This design comes from an exercise in tuning for small area, a short achievable clock period and few clock cycles per item on the open sky130 flow, not from production work.
Where RTL was checked, it was by simulation tests only, not by an equivalence proof against the original.

Setup of alpha:
==> module fcfl_engine, before the edit <==
module fcfl_engine
#(
   parameter int MAX_CHUNKS = 256
)(
   input  logic         clock,
   input  logic         reset,
   input  logic [LENGTH_W-1:0] cfg_buffer_length,
   input  logic [SHIFT_W-1:0]  cfg_chunk_shift,
   input  logic                req_valid,
   output logic                req_ready,
   input  logic [1:0]          req_kind,
   input  logic [OFFSET_W-1:0] req_byte_offset,
   output logic                rsp_valid,
   input  logic                rsp_ready,
   output logic [1:0]          rsp_status,
   output logic [OFFSET_W-1:0] rsp_chunk_offset
);
   localparam int IDX_W  = $clog2(MAX_CHUNKS);
   localparam int CNT_W  = IDX_W + 1;
   localparam int WIDE_W = IDX_W + 16;
   logic [SHIFT_W-1:0]  shift;
   assign shift = (cfg_chunk_shift < SHIFT_MIN) ? SHIFT_MIN :
                  (cfg_chunk_shift > SHIFT_MAX) ? SHIFT_MAX : cfg_chunk_shift;
   logic             a_valid_ff;
   logic             a_alloc_ff;    
   logic             a_push_ff;     
   logic             a_bounds_ff;   
   logic             a_fall_ff;     
   logic [IDX_W-1:0] a_idx_ff;
   logic             q0_valid_ff;
   logic             exec;
   logic             accept;
   logic [OFFSET_W-1:0] free_idx;
   logic                free_ok;
   assign exec      = a_valid_ff && (!q0_valid_ff || rsp_ready);
   assign req_ready = !a_valid_ff || !q0_valid_ff || rsp_ready;
   assign accept    = req_valid && req_ready;
   assign free_idx = req_byte_offset >> shift;
   assign free_ok  = ({1'b0, req_byte_offset} < cfg_buffer_length) &&
                     ({1'b0, free_idx} < LENGTH_W'(MAX_CHUNKS));
   always_ff @(posedge clock) begin
      if (reset) begin
         a_valid_ff <= 1'b0;
      end else if (accept) begin
         a_valid_ff <= 1'b1;
      end else if (exec) begin
         a_valid_ff <= 1'b0;
      end
   end
   always_ff @(posedge clock) begin
      if (accept) begin
         a_alloc_ff  <= (req_kind == KIND_ALLOC);
         a_push_ff   <= (req_kind == KIND_FREE) && free_ok;
         a_bounds_ff <= (req_kind == KIND_FREE) && !free_ok;
         a_fall_ff   <= (req_kind == KIND_FREE_ALL);
         a_idx_ff    <= free_idx[IDX_W-1:0];
      end
   end
   logic [IDX_W-1:0] head_ff;
   logic             hv_ff;
   logic [IDX_W-1:0] wm1_ff;     
   logic             vr_ff;      
   logic [CNT_W-1:0] lo_ff;      
   logic [IDX_W-1:0] tail_ff;    
   logic             tv_ff;
   logic [IDX_W-1:0] link_mem [0:MAX_CHUNKS-1];
   logic             head_virgin;
   logic             pend_v_ff;       
   logic [IDX_W-1:0] pend_addr_ff;    
   logic             link_end;
   logic [IDX_W-1:0] head_m1;
   logic             idx_virgin;
   logic [LENGTH_W-1:0] len_chunks;
   logic [CNT_W-1:0]    new_count;
   logic [WIDE_W-1:0]   alloc_wide;
   assign head_virgin = vr_ff && (head_ff == wm1_ff);
   assign idx_virgin  = vr_ff && ({1'b0, a_idx_ff} >= lo_ff) && (a_idx_ff <= wm1_ff);
   assign head_m1     = head_ff - IDX_W'(1);
   assign link_end    = head_virgin ? (head_ff == '0) : (tv_ff && head_ff == tail_ff);
   logic [CNT_W-1:0] count_ff;
   assign len_chunks = cfg_buffer_length >> shift;
   assign new_count  = (len_chunks > LENGTH_W'(MAX_CHUNKS)) ? CNT_W'(MAX_CHUNKS)
                                                            : len_chunks[CNT_W-1:0];
   always_ff @(posedge clock) begin
      count_ff <= new_count;
   end
   assign alloc_wide = WIDE_W'(head_ff) << shift;
   logic                do_alloc, do_free, do_free_all;
   logic [1:0]          new_status;
   logic [OFFSET_W-1:0] new_offset;
   assign do_alloc    = exec && a_alloc_ff && hv_ff;
   assign do_free     = exec && a_push_ff;
   assign do_free_all = exec && a_fall_ff;
   always_comb begin
      new_status = STATUS_OK;
      new_offset = '0;
      if (a_alloc_ff) begin
         if (hv_ff) new_offset = OFFSET_W'(alloc_wide);
         else       new_status = STATUS_EMPTY;
      end else if (a_bounds_ff) begin
         new_status = STATUS_BOUNDS;
      end
   end
   always_ff @(posedge clock) begin
      if (reset) begin
         hv_ff <= 1'b0;
         vr_ff <= 1'b0;
         tv_ff <= 1'b0;
      end else if (do_alloc) begin
         hv_ff <= !link_end;
         if (head_virgin) vr_ff <= ({1'b0, head_ff} > lo_ff);
      end else if (do_free) begin
         hv_ff <= 1'b1;
         if (idx_virgin) vr_ff <= (a_idx_ff < wm1_ff);
         if (!hv_ff) tv_ff <= 1'b1;
         else if (a_idx_ff == tail_ff) tv_ff <= 1'b0;
      end else if (do_free_all) begin
         hv_ff <= (count_ff != '0);
         vr_ff <= (count_ff != '0);
         tv_ff <= 1'b0;
      end
   end
   logic [IDX_W-1:0] head_alt;
   logic [IDX_W-1:0] head_nxt;
   assign head_alt = a_alloc_ff ? head_m1 :
                     a_push_ff  ? a_idx_ff : IDX_W'(count_ff - CNT_W'(1));
   assign head_nxt = (a_alloc_ff && !head_virgin) ? link_mem[head_ff] : head_alt;
   always_ff @(posedge clock) begin
      if (do_alloc || do_free || do_free_all) begin
         head_ff <= head_nxt;
      end
   end
   always_ff @(posedge clock) begin
      if (do_alloc) begin
         if (head_virgin) wm1_ff <= head_m1;
      end else if (do_free) begin
         if (!hv_ff) tail_ff <= a_idx_ff;
         if (idx_virgin) lo_ff <= {1'b0, a_idx_ff} + CNT_W'(1);
      end else if (do_free_all) begin
         wm1_ff  <= IDX_W'(count_ff - CNT_W'(1));
         lo_ff   <= '0;
      end
   end
   logic             mem_wr_en;
   logic [IDX_W-1:0] mem_wr_addr;
   logic [IDX_W-1:0] mem_wr_data;
   assign mem_wr_en   = do_free || pend_v_ff;
   assign mem_wr_addr = do_free ? a_idx_ff : pend_addr_ff;
   assign mem_wr_data = do_free ? head_ff : (pend_addr_ff - IDX_W'(1));
   always_ff @(posedge clock) begin
      if (reset) begin
         pend_v_ff <= 1'b0;
      end else if (do_alloc && head_virgin) begin
         pend_v_ff <= (head_ff != '0);
      end else if (do_free) begin
         if (a_idx_ff == pend_addr_ff) pend_v_ff <= 1'b0;
      end else begin
         pend_v_ff <= 1'b0;
      end
   end
   always_ff @(posedge clock) begin
      if (do_alloc && head_virgin) begin
         pend_addr_ff <= head_ff;
      end
   end
   always_ff @(posedge clock) begin
      if (mem_wr_en) begin
         link_mem[mem_wr_addr] <= mem_wr_data;
      end
   end
   logic [1:0]          q0_status_ff;
   logic [OFFSET_W-1:0] q0_offset_ff;
   always_ff @(posedge clock) begin
      if (reset) begin
         q0_valid_ff <= 1'b0;
      end else if (exec) begin
         q0_valid_ff <= 1'b1;
      end else if (rsp_ready) begin
         q0_valid_ff <= 1'b0;
      end
   end
   always_ff @(posedge clock) begin
      if (exec) begin
         q0_status_ff <= new_status;
         q0_offset_ff <= new_offset;
      end
   end
   assign rsp_valid        = q0_valid_ff;
   assign rsp_status       = q0_status_ff;
   assign rsp_chunk_offset = q0_offset_ff;
endmodule
export LEC_CHECK = 0
export CAP_MARGIN = 20
export CORE_MARGIN = 2
export CORE_UTILIZATION = 60
export CTS_CLUSTER_DIAMETER = 60
export CTS_CLUSTER_SIZE = 30
export SETUP_SLACK_MARGIN = 3.0
export SLEW_MARGIN = 20
create_clock -name core_clock -period 6.0 [get_ports {clock}]
run.sh (not shown) runs the stock make flow with config.mk's settings and CLKGATE_MAP_FILE= SYNTH_SCRIPT=/design/flow/synth_recipe.tcl, a recipe that flattens the netlist after the stock synthesis.
#### Input delta (beta over alpha)
-- flow/design.v --
<<< alpha, line 142
   logic             link_end;
   logic [IDX_W-1:0] head_m1;
   logic             idx_virgin;
   logic [LENGTH_W-1:0] len_chunks;
>>> beta, line 142
   logic             link_end;
   logic [IDX_W-1:0] head_m1;
   logic [IDX_W-1:0] link_val;
   logic             idx_virgin;
   logic [LENGTH_W-1:0] len_chunks;
<<< alpha, line 150
   assign head_m1     = head_ff - IDX_W'(1);
   assign link_end    = head_virgin ? (head_ff == '0) : (tv_ff && head_ff == tail_ff);
   logic [CNT_W-1:0] count_ff;
   assign len_chunks = cfg_buffer_length >> shift;
>>> beta, line 151
   assign head_m1     = head_ff - IDX_W'(1);
   assign link_end    = head_virgin ? (head_ff == '0) : (tv_ff && head_ff == tail_ff);
   assign link_val    = head_virgin ? head_m1 : link_mem[head_ff];
   logic [CNT_W-1:0] count_ff;
   assign len_chunks = cfg_buffer_length >> shift;
<<< alpha, line 193
      end
   end
   logic [IDX_W-1:0] head_alt;
   logic [IDX_W-1:0] head_nxt;
   assign head_alt = a_alloc_ff ? head_m1 :
                     a_push_ff  ? a_idx_ff : IDX_W'(count_ff - CNT_W'(1));
   assign head_nxt = (a_alloc_ff && !head_virgin) ? link_mem[head_ff] : head_alt;
   always_ff @(posedge clock) begin
      if (do_alloc || do_free || do_free_all) begin
         head_ff <= head_nxt;
      end
   end
   always_ff @(posedge clock) begin
      if (do_alloc) begin
         if (head_virgin) wm1_ff <= head_m1;
      end else if (do_free) begin
         if (!hv_ff) tail_ff <= a_idx_ff;
         if (idx_virgin) lo_ff <= {1'b0, a_idx_ff} + CNT_W'(1);
      end else if (do_free_all) begin
         wm1_ff  <= IDX_W'(count_ff - CNT_W'(1));
         lo_ff   <= '0;
>>> beta, line 195
      end
   end
   always_ff @(posedge clock) begin
      if (do_alloc) begin
         head_ff <= link_val;
         if (head_virgin) wm1_ff <= head_m1;
      end else if (do_free) begin
         head_ff <= a_idx_ff;
         if (!hv_ff) tail_ff <= a_idx_ff;
         if (idx_virgin) lo_ff <= {1'b0, a_idx_ff} + CNT_W'(1);
      end else if (do_free_all) begin
         head_ff <= IDX_W'(count_ff - CNT_W'(1));
         wm1_ff  <= IDX_W'(count_ff - CNT_W'(1));
         lo_ff   <= '0;
Re slew at the pin closest to its max-slew limit: alpha and beta aren't equal, and the higher value belongs to beta. On worst path buffer plus inverter count, the lower figure sits with beta, not alpha. Per the comparison of beta with alpha, fraction of the cycle the final worst path needs fell by 6.2 points; vias after detailed routing rose by 1.2%. Number of clock buffers in the layout, alpha and beta, higher one = alpha.
Testbench counts of beta, summed over its fixed seeds: cycles 9,640, items 9,624.
The RTL of alpha was laid out without a check of its function.

-- what the ideal ports hide --
In the flow no input, the clock included, has a driving cell. The finished layouts below were timed again as built, in two steps. Step 1 (the two cells are an assumption about what drives the block):
set clk [get_ports {clock}]
set_driving_cell -lib_cell sky130_fd_sc_hd__clkbuf_16 $clk
set_driving_cell -lib_cell sky130_fd_sc_hd__buf_2 [delete_from_list [all_inputs] $clk]
Step 2 times the ports against the registers' clock, not the clock port: input delays grow and output delays shrink by t, the midpoint of the rising clock arrivals with the driver on. Slacks: ideal ports / drivers / drivers and shift; pairs: ideal ports / drivers.
| run | t (ns) | setup slack, ns | worst slew at a driven data input, ns | cell pins on the clock port's net |
|---|---|---|---|---|
| alpha | 0.881 | 2.229 / 2.229 / 2.190 | 0.10 | 1 |
| beta | 0.883 | 2.602 / 2.602 / 2.194 | 0.18 | 1 |
After both steps setup and hold are still met in every run listed. The setup slack of beta, which loses most, moves by 0.000 ns with the drivers and by -0.408 ns with both steps.
